This is an optimization exercise on Yosys and OpenROAD, whose aim is small area, not a production implementation.
Only simulation tests tie the RTL to the original design; equivalence was not proved.

==> branch yarrow <==
==> flow/design.v <==
package decode_pkg;
    localparam logic [3:0] CL_ILL    = 4'd0;
    localparam logic [3:0] CL_OP     = 4'd1;
    localparam logic [3:0] CL_OPIMM  = 4'd2;
    localparam logic [3:0] CL_LOAD   = 4'd3;
    localparam logic [3:0] CL_STORE  = 4'd4;
    localparam logic [3:0] CL_BRANCH = 4'd5;
    localparam logic [3:0] CL_JAL    = 4'd6;
    localparam logic [3:0] CL_JALR   = 4'd7;
    localparam logic [3:0] CL_LUI    = 4'd8;
    localparam logic [3:0] CL_AUIPC  = 4'd9;
endpackage
module op_decoder (
    input  logic [31:0] instr_i,
    output logic [3:0]  cls_o
);
    logic [6:0] opcode;
    logic [2:0] funct3;
    logic [6:0] funct7;
    assign opcode = instr_i[6:0];
    assign funct3 = instr_i[14:12];
    assign funct7 = instr_i[31:25];
    always_comb begin
        cls_o = decode_pkg::CL_ILL;
        case (opcode)
            7'b0110011: begin
                if (funct7 == 7'b0000000 || funct7 == 7'b0000001 ||
                    (funct7 == 7'b0100000 && (funct3 == 3'd0 || funct3 == 3'd5)))
                    cls_o = decode_pkg::CL_OP;
            end
            7'b0010011: begin
                if (funct3 == 3'd1) begin
                    if (funct7 == 7'b0000000) cls_o = decode_pkg::CL_OPIMM;
                end else if (funct3 == 3'd5) begin
                    if (funct7 == 7'b0000000 || funct7 == 7'b0100000) cls_o = decode_pkg::CL_OPIMM;
                end else begin
                    cls_o = decode_pkg::CL_OPIMM;
                end
            end
            7'b0000011:   if (funct3 != 3'd3 && funct3 != 3'd6 && funct3 != 3'd7) cls_o = decode_pkg::CL_LOAD;
            7'b0100011:  if (funct3 == 3'd0 || funct3 == 3'd1 || funct3 == 3'd2) cls_o = decode_pkg::CL_STORE;
            7'b1100011: if (funct3 != 3'd2 && funct3 != 3'd3) cls_o = decode_pkg::CL_BRANCH;
            7'b1101111:    cls_o = decode_pkg::CL_JAL;
            7'b1100111:   if (funct3 == 3'd0) cls_o = decode_pkg::CL_JALR;
            7'b0110111:    cls_o = decode_pkg::CL_LUI;
            7'b0010111:  cls_o = decode_pkg::CL_AUIPC;
            default:     cls_o = decode_pkg::CL_ILL;
        endcase
    end
endmodule
module imm_gen (
    input  logic [3:0]  cls_i,
    input  logic [31:7] w_i,
    output logic        illegal_o,
    output logic [2:0]  unit_o,
    output logic [5:0]  op_o,
    output logic [31:0] imm_o,
    output logic [4:0]  shamt_o
);
    logic [2:0] f3;
    logic       f7_alt;
    logic       f7_md;
    logic       s;
    assign f3     = w_i[14:12];
    assign f7_alt = w_i[30];
    assign f7_md  = w_i[25];
    assign s      = w_i[31];
    always_comb begin
        illegal_o = 1'b0;
        unit_o    = 3'd0;
        op_o      = 6'd0;
        imm_o     = 32'd0;
        shamt_o   = 5'd0;
        case (cls_i)
            decode_pkg::CL_OP: begin
                if (f7_md) begin
                    unit_o = f3[2] ? 3'd4 : 3'd3;
                    op_o   = 6'd37 + {3'd0, f3};
                end else begin
                    case (f3)
                        3'd0: op_o = f7_alt ? 6'd1 : 6'd0;
                        3'd1: op_o = 6'd2;
                        3'd2: op_o = 6'd3;
                        3'd3: op_o = 6'd4;
                        3'd4: op_o = 6'd5;
                        3'd5: op_o = f7_alt ? 6'd7 : 6'd6;
                        3'd6: op_o = 6'd8;
                        default: op_o = 6'd9;
                    endcase
                end
            end
            decode_pkg::CL_OPIMM: begin
                imm_o = {{20{s}}, w_i[31:20]};
                case (f3)
                    3'd0: op_o = 6'd10;
                    3'd1: op_o = 6'd16;
                    3'd2: op_o = 6'd11;
                    3'd3: op_o = 6'd12;
                    3'd4: op_o = 6'd13;
                    3'd5: op_o = f7_alt ? 6'd18 : 6'd17;
                    3'd6: op_o = 6'd14;
                    default: op_o = 6'd15;
                endcase
                if (f3 == 3'd1 || f3 == 3'd5) shamt_o = w_i[24:20];
            end
            decode_pkg::CL_LOAD: begin
                unit_o = 3'd1;
                imm_o  = {{20{s}}, w_i[31:20]};
                op_o   = f3[2] ? (6'd24 + {5'd0, f3[0]}) : (6'd21 + {4'd0, f3[1:0]});
            end
            decode_pkg::CL_STORE: begin
                unit_o = 3'd1;
                imm_o  = {{20{s}}, w_i[31:25], w_i[11:7]};
                op_o   = 6'd26 + {4'd0, f3[1:0]};
            end
            decode_pkg::CL_BRANCH: begin
                unit_o = 3'd2;
                imm_o  = {{20{s}}, w_i[7], w_i[30:25], w_i[11:8], 1'b0};
                op_o   = f3[2] ? (6'd31 + {4'd0, f3[1:0]}) : (6'd29 + {5'd0, f3[0]});
            end
            decode_pkg::CL_JAL: begin
                unit_o = 3'd2;
                imm_o  = {{12{s}}, w_i[19:12], w_i[20], w_i[30:21], 1'b0};
                op_o   = 6'd35;
            end
            decode_pkg::CL_JALR: begin
                unit_o = 3'd2;
                imm_o  = {{20{s}}, w_i[31:20]};
                op_o   = 6'd36;
            end
            decode_pkg::CL_LUI: begin
                imm_o = {w_i[31:12], 12'd0};
                op_o  = 6'd19;
            end
            decode_pkg::CL_AUIPC: begin
                imm_o = {w_i[31:12], 12'd0};
                op_o  = 6'd20;
            end
            default: illegal_o = 1'b1;
        endcase
    end
endmodule
module int_reg_file (
    input  logic                   clk_i,
    input  logic                   rst_i,
    input  logic                   we_i,
    input  logic [5-1:0] waddr_i,
    input  logic [32-1:0]       wdata_i,
    input  logic [5-1:0] raddr1_i,
    input  logic [5-1:0] raddr2_i,
    output logic [32-1:0]       rdata1_o,
    output logic [32-1:0]       rdata2_o
);
    logic [32-1:0] regs [1:32-1];
    logic [32-1:1] vld;
    logic [32-1:1] wsel;
    logic [32-1:1] rsel1;
    logic [32-1:1] rsel2;
    always_comb begin
        for (int i = 1; i < 32; i++) begin
            wsel[i]  = we_i && (waddr_i == i[5-1:0]);
            rsel1[i] = vld[i] && (raddr1_i == i[5-1:0]);
            rsel2[i] = vld[i] && (raddr2_i == i[5-1:0]);
        end
    end
    always_ff @(posedge clk_i) begin
        if (rst_i) begin
            vld <= '0;
        end else begin
            vld <= vld | wsel;
        end
    end
    always_ff @(posedge clk_i) begin
        for (int i = 1; i < 32; i++) begin
            regs[i] <= (regs[i] & {32{~wsel[i]}}) | (wdata_i & {32{wsel[i]}});
        end
    end
    logic [32-1:0] rfull [32];
    always_comb begin
        rfull[0] = '0;
        for (int i = 1; i < 32; i++) rfull[i] = regs[i];
    end
    logic [32-1:0] vfull;
    assign vfull = {vld, 1'b0};
    assign rdata1_o = rfull[raddr1_i] & {32{vfull[raddr1_i]}};
    assign rdata2_o = rfull[raddr2_i] & {32{vfull[raddr2_i]}};
endmodule
module decode_stage (
    input  logic                   clk_i,
    input  logic                   rst_i,
    input  logic                   enable_i,
    input  logic                   stall_i,
    input  logic [32-1:0]       instr_i,
    input  logic [32-1:0]       pc_i,
    input  logic                   wb_en_i,
    input  logic [5-1:0] wb_addr_i,
    input  logic [32-1:0]       wb_data_i,
    output logic                   valid_o,
    output logic                   illegal_o,
    output logic [2:0]             unit_o,
    output logic [5:0]             op_o,
    output logic [32-1:0]       imm_o,
    output logic [5-1:0]    shamt_o,
    output logic [32-1:0]       rs1_data_o,
    output logic [32-1:0]       rs2_data_o,
    output logic [5-1:0] rd_o,
    output logic [32-1:0]       pc_o
);
    logic [3:0]       cls_d;
    logic [32-1:0] rs1_d;
    logic [32-1:0] rs2_d;
    logic [3:0]       cls_q;
    logic [31:7]      w_q;
    op_decoder u_op_decoder (
        .instr_i (instr_i),
        .cls_o   (cls_d)
    );
    int_reg_file u_int_reg_file (
        .clk_i    (clk_i),
        .rst_i    (rst_i),
        .we_i     (wb_en_i),
        .waddr_i  (wb_addr_i),
        .wdata_i  (wb_data_i),
        .raddr1_i (instr_i[19:15]),
        .raddr2_i (instr_i[24:20]),
        .rdata1_o (rs1_d),
        .rdata2_o (rs2_d)
    );
    always_ff @(posedge clk_i) begin
        if (rst_i) begin
            valid_o <= 1'b0;
        end else if (!stall_i) begin
            valid_o <= enable_i;
        end
    end
    always_ff @(posedge clk_i) begin
        if (!stall_i) begin
            cls_q      <= cls_d;
            w_q        <= instr_i[31:7];
            rs1_data_o <= rs1_d;
            rs2_data_o <= rs2_d;
            pc_o       <= pc_i;
        end
    end
    assign rd_o = w_q[11:7];
    imm_gen u_imm_gen (
        .cls_i     (cls_q),
        .w_i       (w_q),
        .illegal_o (illegal_o),
        .unit_o    (unit_o),
        .op_o      (op_o),
        .imm_o     (imm_o),
        .shamt_o   (shamt_o)
    );
endmodule
==> flow/run.sh <==
#!/bin/bash
# synth_recipe.tcl (not shown) runs the flow's synth.tcl, then flattens the netlist and writes it again
# the make line also repeats each setting of config.mk as NAME=value (left out here)
make -C /OpenROAD-flow-scripts/flow DESIGN_CONFIG=/design/flow/config.mk WORK_HOME=/design/flow/orfs CLKGATE_MAP_FILE= SYNTH_SCRIPT=/design/flow/synth_recipe.tcl finish
==> flow/config.mk <==
export PLATFORM = sky130hd
export DESIGN_NAME = decode_stage
export DESIGN_NICKNAME = decode_stage
export VERILOG_FILES = /design/flow/design.v
export SDC_FILE = /design/flow/constraint.sdc
export NUM_CORES = 4
export LEC_CHECK = 0
export CAP_MARGIN = 20
export CORE_MARGIN = 2
export CORE_UTILIZATION = 40
export SLEW_MARGIN = 20
==> flow/constraint.sdc <==
create_clock -name core_clock -period 5.0 [get_ports {clk_i}]
set_input_delay 1.0000 -clock core_clock [delete_from_list [all_inputs] [get_ports {clk_i}]]
set_output_delay 1.0000 -clock core_clock [all_outputs]
set_load 0.01 [all_outputs]
==> inputs of branch raven, as changes to branch yarrow <==
--- a/flow/design.v
+++ b/flow/design.v
@@ -76,5 +76,14 @@
                 if (f7_md) begin
                     unit_o = f3[2] ? 3'd4 : 3'd3;
-                    op_o   = 6'd37 + {3'd0, f3};
+                    case (f3)
+                        3'd0: op_o = 6'd37;
+                        3'd1: op_o = 6'd38;
+                        3'd2: op_o = 6'd39;
+                        3'd3: op_o = 6'd40;
+                        3'd4: op_o = 6'd41;
+                        3'd5: op_o = 6'd42;
+                        3'd6: op_o = 6'd43;
+                        default: op_o = 6'd44;
+                    endcase
                 end else begin
                     case (f3)
@@ -107,15 +116,32 @@
                 unit_o = 3'd1;
                 imm_o  = {{20{s}}, w_i[31:20]};
-                op_o   = f3[2] ? (6'd24 + {5'd0, f3[0]}) : (6'd21 + {4'd0, f3[1:0]});
+                case (f3)
+                    3'd0: op_o = 6'd21;
+                    3'd1: op_o = 6'd22;
+                    3'd2: op_o = 6'd23;
+                    3'd4: op_o = 6'd24;
+                    default: op_o = 6'd25;
+                endcase
             end
             decode_pkg::CL_STORE: begin
                 unit_o = 3'd1;
                 imm_o  = {{20{s}}, w_i[31:25], w_i[11:7]};
-                op_o   = 6'd26 + {4'd0, f3[1:0]};
+                case (f3[1:0])
+                    2'd0: op_o = 6'd26;
+                    2'd1: op_o = 6'd27;
+                    default: op_o = 6'd28;
+                endcase
             end
             decode_pkg::CL_BRANCH: begin
                 unit_o = 3'd2;
                 imm_o  = {{20{s}}, w_i[7], w_i[30:25], w_i[11:8], 1'b0};
-                op_o   = f3[2] ? (6'd31 + {4'd0, f3[1:0]}) : (6'd29 + {5'd0, f3[0]});
+                case (f3)
+                    3'd0: op_o = 6'd29;
+                    3'd1: op_o = 6'd30;
+                    3'd4: op_o = 6'd31;
+                    3'd5: op_o = 6'd32;
+                    3'd6: op_o = 6'd33;
+                    default: op_o = 6'd34;
+                endcase
             end
             decode_pkg::CL_JAL: begin
@@ -149,4 +175,7 @@
     input  logic [5-1:0] raddr1_i,
     input  logic [5-1:0] raddr2_i,
+    input  logic                   hold_i,
+    input  logic [32-1:0]       hold1_i,
+    input  logic [32-1:0]       hold2_i,
     output logic [32-1:0]       rdata1_o,
     output logic [32-1:0]       rdata2_o
@@ -160,6 +189,6 @@
         for (int i = 1; i < 32; i++) begin
             wsel[i]  = we_i && (waddr_i == i[5-1:0]);
-            rsel1[i] = vld[i] && (raddr1_i == i[5-1:0]);
-            rsel2[i] = vld[i] && (raddr2_i == i[5-1:0]);
+            rsel1[i] = !hold_i && vld[i] && (raddr1_i == i[5-1:0]);
+            rsel2[i] = !hold_i && vld[i] && (raddr2_i == i[5-1:0]);
         end
     end
@@ -171,18 +200,82 @@
         end
     end
+    logic [32-1:0] regs_d [1:32-1];
+    logic [32-1:1] wsel_n;
+    assign wsel_n = ~wsel;
+    for (genvar i = 1; i < 32; i++) begin : g_wr
+        hold_mux #(.W(32)) u_wr (
+            .s   (wsel[i]),
+            .s_n (wsel_n[i]),
+            .d   (wdata_i),
+            .q   (regs[i]),
+            .y   (regs_d[i])
+        );
+    end
     always_ff @(posedge clk_i) begin
         for (int i = 1; i < 32; i++) begin
-            regs[i] <= (regs[i] & {32{~wsel[i]}}) | (wdata_i & {32{wsel[i]}});
+            regs[i] <= regs_d[i];
         end
     end
-    logic [32-1:0] rfull [32];
+    logic [32-1:0] grp1_n [10];
+    logic [32-1:0] grp2_n [10];
+    for (genvar g = 0; g < 10; g++) begin : g_rd
+        rd_aoi3 u_rd1 (
+            .a0 (regs[3*g+1]), .a1 (regs[3*g+2]), .a2 (regs[3*g+3]),
+            .s0 (rsel1[3*g+1]), .s1 (rsel1[3*g+2]), .s2 (rsel1[3*g+3]),
+            .y_n (grp1_n[g])
+        );
+        rd_aoi3 u_rd2 (
+            .a0 (regs[3*g+1]), .a1 (regs[3*g+2]), .a2 (regs[3*g+3]),
+            .s0 (rsel2[3*g+1]), .s1 (rsel2[3*g+2]), .s2 (rsel2[3*g+3]),
+            .y_n (grp2_n[g])
+        );
+    end
+    logic [32-1:0] last1_n;
+    logic [32-1:0] last2_n;
+    rd_aoi2 u_last1 (
+        .a0 (regs[31]), .a1 (hold1_i), .s0 (rsel1[31]), .s1 (hold_i), .y_n (last1_n)
+    );
+    rd_aoi2 u_last2 (
+        .a0 (regs[31]), .a1 (hold2_i), .s0 (rsel2[31]), .s1 (hold_i), .y_n (last2_n)
+    );
     always_comb begin
-        rfull[0] = '0;
-        for (int i = 1; i < 32; i++) rfull[i] = regs[i];
+        rdata1_o = ~last1_n;
+        rdata2_o = ~last2_n;
+        for (int g = 0; g < 10; g++) begin
+            rdata1_o = rdata1_o | ~grp1_n[g];
+            rdata2_o = rdata2_o | ~grp2_n[g];
+        end
     end
-    logic [32-1:0] vfull;
-    assign vfull = {vld, 1'b0};
-    assign rdata1_o = rfull[raddr1_i] & {32{vfull[raddr1_i]}};
-    assign rdata2_o = rfull[raddr2_i] & {32{vfull[raddr2_i]}};
+endmodule
+module rd_aoi3 (
+    input  logic [32-1:0] a0,
+    input  logic [32-1:0] a1,
+    input  logic [32-1:0] a2,
+    input  logic             s0,
+    input  logic             s1,
+    input  logic             s2,
+    output logic [32-1:0] y_n
+);
+    assign y_n = ~((a0 & {32{s0}}) | (a1 & {32{s1}}) | (a2 & {32{s2}}));
+endmodule
+module hold_mux #(
+    parameter int W = 32
+) (
+    input  logic         s,
+    input  logic         s_n,
+    input  logic [W-1:0] d,
+    input  logic [W-1:0] q,
+    output logic [W-1:0] y
+);
+    assign y = (d & {W{s}}) | (q & {W{s_n}});
+endmodule
+module rd_aoi2 (
+    input  logic [32-1:0] a0,
+    input  logic [32-1:0] a1,
+    input  logic             s0,
+    input  logic             s1,
+    output logic [32-1:0] y_n
+);
+    assign y_n = ~((a0 & {32{s0}}) | (a1 & {32{s1}}));
 endmodule
 module decode_stage (
@@ -224,4 +317,7 @@
         .raddr1_i (instr_i[19:15]),
         .raddr2_i (instr_i[24:20]),
+        .hold_i   (stall_i),
+        .hold1_i  (rs1_data_o),
+        .hold2_i  (rs2_data_o),
         .rdata1_o (rs1_d),
         .rdata2_o (rs2_d)
@@ -234,12 +330,25 @@
         end
     end
+    localparam int OW = 4 + 25 + 32;
+    logic [OW-1:0] out_q;
+    logic [OW-1:0] out_d;
+    logic          ld;
+    logic          ld_n;
+    assign ld   = ~stall_i;
+    assign ld_n = stall_i;
+    hold_mux #(.W(OW)) u_out (
+        .s   (ld),
+        .s_n (ld_n),
+        .d   ({cls_d, instr_i[31:7], pc_i}),
+        .q   (out_q),
+        .y   (out_d)
+    );
     always_ff @(posedge clk_i) begin
-        if (!stall_i) begin
-            cls_q      <= cls_d;
-            w_q        <= instr_i[31:7];
-            rs1_data_o <= rs1_d;
-            rs2_data_o <= rs2_d;
-            pc_o       <= pc_i;
-        end
+        out_q <= out_d;
+    end
+    assign {cls_q, w_q, pc_o} = out_q;
+    always_ff @(posedge clk_i) begin
+        rs1_data_o <= rs1_d;
+        rs2_data_o <= rs2_d;
     end
     assign rd_o = w_q[11:7];
==> flow/flow/run.sh (new file) <==
#!/bin/bash
# The standard layout, with two changes: the port buffers are the
# smallest buffer (buf_1) and CTS inserts no dummy loads.
set -euo pipefail
export BUFFER_PORTS_ARGS="-buffer_cell sky130_fd_sc_hd__buf_1"
export CTS_ARGS="-sink_clustering_enable -repair_clock_nets -sink_clustering_size 20 -sink_clustering_max_diameter 60 -buf_list {sky130_fd_sc_hd__clkbuf_4 sky130_fd_sc_hd__clkbuf_8} -dont_use_dummy_load"
bash standard.sh > standard.log 2>&1
==> flow/standard.sh (new file) <==
#!/bin/bash
# synth_recipe.tcl (not shown) runs the flow's synth.tcl, then flattens the netlist and writes it again
# the make line also repeats each setting of config.mk as NAME=value (left out here)
make -C /OpenROAD-flow-scripts/flow DESIGN_CONFIG=/design/flow/config.mk WORK_HOME=/design/flow/orfs CLKGATE_MAP_FILE= SYNTH_SCRIPT=/design/flow/synth_recipe.tcl "${@:-finish}"
CAP_MARGIN = 10   (was 20)
CORE_UTILIZATION = 50   (was 40)
CTS_BUF_LIST = sky130_fd_sc_hd__clkbuf_4 sky130_fd_sc_hd__clkbuf_8   (was default)
CTS_CLUSTER_DIAMETER = 60   (was default)
CTS_CLUSTER_SIZE = 20   (was default)
SLEW_MARGIN = 10   (was 20)
SYNTH_HIERARCHICAL = 1   (was default)
SYNTH_MINIMUM_KEEP_SIZE = 0   (was default)
removed: flow/run.sh
==> comparison <==
Branch yarrow completed without violations. Branch raven went through all stages and came out clean. In branch raven the clock skew is higher than in branch yarrow, by 73 ps. First-iteration DRC count: branch yarrow is lower than branch raven (0.34%). Against branch yarrow, the synthesized cell count of branch raven is higher by 9.0%. Between branch yarrow and branch raven, the lower register-to-register slack is in branch yarrow (gap 310 ps). Sequential cell count is the same in branch yarrow and branch raven. Against branch raven, the non-clock buffer count of branch yarrow is higher by 221. In branch raven the via count is smaller than in branch yarrow, by about 8%. In branch yarrow the final cell count is larger than in branch raven, by 12%. Against branch yarrow, the maximum frequency of branch raven is larger by 8.8%.

==> what the ideal ports hide <==
The results above use ideal ports. As a check the final layouts listed here were re-extracted and re-timed, cells and wires unchanged. Step 1 sets driving cells, clkbuf_16 on the clock port and buf_2 on the other inputs (assumed; they add their load-dependent delay and slew). Step 2, shift: input delay + t, output delay - t, t = (earliest + latest rising clock arrival at the registers) / 2. This alone moves slack from input paths to output paths. Three values: ideal, step 1, step 2; two values: the first two.
run | t (ns) | slack for setup (ns) | worst setup path at the end | worst slew at a driven data input, ns
branch yarrow | 0.859 | 0.566 / 0.487 / 0.213 | input to register | 0.12
branch raven | 0.845 | 0.926 / 0.854 / 0.662 | input to register | 0.17
After both steps setup and hold are still met in every run listed. For branch yarrow, which loses most, drivers alone change the setup slack by -0.079 ns; drivers and shift together by -0.353 ns.
